This design comes from an exercise in tuning for small area on the open sky130 flow, not from production work. Only simulation tests tie the RTL to the original design; equivalence was not proved. The flow treats the clock pin as an ideal source, which a real chip does not have. Power and IR drop assume default switching activity.

Design session_stat_counters, start of the top module:
module session_stat_counters (
  input  logic                             clk_i,
  input  logic                             rst_ni,
  input  logic                             start,
  output logic                             busy,
  input  logic [ssc_pkg::ModeW-1:0]        mode_i,
  input  logic [ssc_pkg::AmountW-1:0]      amount_i,
  output logic                             valid_o,
  output logic                             accepted_o,
  output logic [ssc_pkg::AmountW-1:0]      total_value_o,
  output logic [ssc_pkg::ActiveW-1:0]      active_sessions_o,
  output logic                             saturated_o,
  input  logic                             cfg_valid_i,
  output logic                             cfg_ready_o,
  input  logic                             cfg_data_i
);
clock: 7.0 ns
lec_check: 0
cap_margin: 20
core_margin: 2
core_utilization: 70
slew_margin: 20
synth_hierarchical: 1
synth_minimum_keep_size: 0
standard.sh (not shown) runs the stock make flow with config.mk's settings and CLKGATE_MAP_FILE= SYNTH_SCRIPT=/design/flow/synth_recipe.tcl, a recipe that flattens the netlist after the stock synthesis.
==> flow/flow/run.sh <==
#!/bin/bash
# Standard layout with these changes:
#  - synthesis: synth_recipe.tcl with an area-oriented ABC script (flow/synth.tcl,
#    flow/area.abc); registers are untouched;
#  - CTS: clkbuf_8 clusters without dummy loads, slow leaves upsized after CTS
#    (flow/post_cts.tcl);
#  - minimum-size port buffers.
# Each step's full log stays under orfs/logs/; make's own output goes to flow_make.log.
set -euo pipefail
HERE=$(pwd)
export AREA_ABC_SCRIPT=$HERE/flow/area.abc
CTS="-sink_clustering_enable -repair_clock_nets -dont_use_dummy_load -buf_list sky130_fd_sc_hd__clkbuf_8 -root_buf sky130_fd_sc_hd__clkbuf_8 -sink_clustering_size 16 -sink_clustering_max_diameter 60"
bash standard.sh "SYNTH_SCRIPT=$HERE/flow/synth.tcl" "CTS_ARGS=$CTS" "POST_CTS_TCL=$HERE/flow/post_cts.tcl" \
  "BUFFER_PORTS_ARGS=-buffer_cell sky130_fd_sc_hd__buf_1" finish > flow_make.log 2>&1
==> flow/flow/area.abc <==
strash
dch
amap
topo
stime -c
Other scripts of this flow, unchanged in this note and not shown: flow/flow/post_cts.tcl, flow/flow/synth.tcl
==> next run, changes <==
--- a/flow/config.mk
+++ b/flow/config.mk
@@ -9,3 +9,3 @@
 export CORE_MARGIN = 2
-export CORE_UTILIZATION = 70
+export CORE_UTILIZATION = 75
 export SLEW_MARGIN = 20
Power came out lower by about 0.7%; cell area barely changes; clock skew came out lower by 27 ps; die area came out lower by 6.5%; register-to-register slack gets worse by 200 ps; via count came out higher by about 2.3%.
==> next run, changes <==
==> flow/flow/area.abc (replaced) <==
strash
dc2
dch -f
amap -m
topo
stime -c
--- a/flow/config.mk
+++ b/flow/config.mk
@@ -9,3 +9,3 @@
 export CORE_MARGIN = 2
-export CORE_UTILIZATION = 75
+export CORE_UTILIZATION = 70
 export SLEW_MARGIN = 20
Result:
- The changed run finished but failed the layout checks on max-capacitance violations, max-slew violations
- cell area came out higher by 1.4%
- register-to-register slack improved by 200 ps
- global-route usage came out lower by 2.3 points
- core utilization came out lower by 4.9 points
- worst setup slack improved by 200 ps
- wire length came out higher by 2.8%
==> next run, changes <==
==> flow/flow/area.abc (replaced) <==
strash
dch
amap
topo
stime -c
--- a/flow/config.mk
+++ b/flow/config.mk
@@ -9,3 +9,3 @@
 export CORE_MARGIN = 2
-export CORE_UTILIZATION = 70
+export CORE_UTILIZATION = 60
 export SLEW_MARGIN = 20
- Now the flow ran to the end with no violations
- worst setup slack is better by 100 ps
- area after synthesis is about the same
- hold slack is better by 48 ps
- die area grows by 17%
- cell count grows by about 2.4%
- clock-buffer cell count is unchanged


## run a
session_stat_counters, a different RTL version from the one above (not shown whole).
Size: ~1900 cells after synthesis, ~800 flip-flops, roughly 150 I/O pins, about 30000 sq um of cells after synthesis.
// session_stat_counters
module session_stat_counters (
  input  logic                             clk_i,
  input  logic                             rst_ni,
  input  logic                             start,
  output logic                             busy,
  input  logic [ssc_pkg::ModeW-1:0]        mode_i,
  input  logic [ssc_pkg::AmountW-1:0]      amount_i,
  output logic                             valid_o,
  output logic                             accepted_o,
  output logic [ssc_pkg::AmountW-1:0]      total_value_o,
  output logic [ssc_pkg::ActiveW-1:0]      active_sessions_o,
  output logic                             saturated_o,
  input  logic                             cfg_valid_i,
  output logic                             cfg_ready_o,
  input  logic                             cfg_data_i
);
clock: 7.0 ns
lec_check: 0
cap_margin: 20
core_margin: 2
core_utilization: 60
slew_margin: 20
==> flow/flow/run.sh <==
#!/bin/bash
# Standard layout with a lighter clock tree: small clock buffers and no dummy loads.
set -euo pipefail
CTS="-sink_clustering_enable -repair_clock_nets -dont_use_dummy_load -buf_list sky130_fd_sc_hd__clkbuf_4 -root_buf sky130_fd_sc_hd__clkbuf_8"
bash standard.sh "CTS_ARGS=$CTS" finish > flow_make.log 2>&1
Run a | status: complete | timing, DRC, antenna: pass
Changes in run b relative to run a:
==> flow/flow/run.sh <==
#!/bin/bash
# Standard layout with a lighter clock tree (clkbuf_8 clusters, no dummy loads)
# and minimum-size port buffers. Each step's full log stays under orfs/logs/;
# make's own output goes to flow_make.log.
set -euo pipefail
CTS="-sink_clustering_enable -repair_clock_nets -dont_use_dummy_load -buf_list sky130_fd_sc_hd__clkbuf_8 -root_buf sky130_fd_sc_hd__clkbuf_8 -sink_clustering_size 16 -sink_clustering_max_diameter 60"
bash standard.sh "CTS_ARGS=$CTS" "BUFFER_PORTS_ARGS=-buffer_cell sky130_fd_sc_hd__buf_1" finish > flow_make.log 2>&1
[summary]
Run b and run a ended up with roughly the same number of clock sinks. On global-route usage: run b sits below run a. The standard cell with the maximum stage delay on the critical path comes out dfxtp_1 in one run and and3_2 in the other, namely in run a and run b respectively. Between run b and run a, share of the clock period used by the worst path is lower for run b, run a comes in above that. Compared to run a, run b has worst setup slack for register-to-register paths 0.10 ns higher. | total length of routed wires | run b vs run a | better |. The fraction of power consumed by the clock network of run b falls short of that of run a by 4.6 points. On leakage power figure, run b does better than run a. Clock period minus worst slack: lower on run b. Row arrival time of the worst setup path: run b lower / run a higher.

[re-timing with driven ports]
In the flow no input, the clock included, has a driving cell. The finished layouts below were timed again as built, in two steps.
Step 1 sets driving cells, clkbuf_16 on the clock port and buf_2 on the other inputs (assumed; they add their load-dependent delay and slew).
Step 2 adds t to the input delays and takes it off the output delays; t is the mean of the earliest and latest rising clock arrival at the registers after step 1. Input paths then give back, and output paths get back, about the clock's delay inside the block.
Slacks: ideal ports / drivers / drivers and shift; pairs: ideal ports / drivers.
run | t (ns) | setup slack, ns | worst setup path after step 2 | clock arrival spread, ns | cell pins on the clock port's net
the first run of note 1 | 0.635 | 0.509 / 0.509 / 0.509 | register to register | 0.062 / 0.061 | 1
the second run of note 1 | 0.641 | 0.309 / 0.309 / 0.309 | register to register | 0.034 / 0.035 | 1
the third run of note 1 | 0.639 | 0.508 / 0.508 / 0.508 | register to register | 0.041 / 0.041 | 1
the fourth run of note 1 | 0.653 | 0.609 / 0.609 / 0.609 | register to register | 0.064 / 0.063 | 1
run a | 0.832 | 0.355 / 0.355 / 0.355 | register to register | 0.089 / 0.089 | 1
run b | 0.732 | 0.454 / 0.454 / 0.454 | register to register | 0.088 / 0.089 | 1
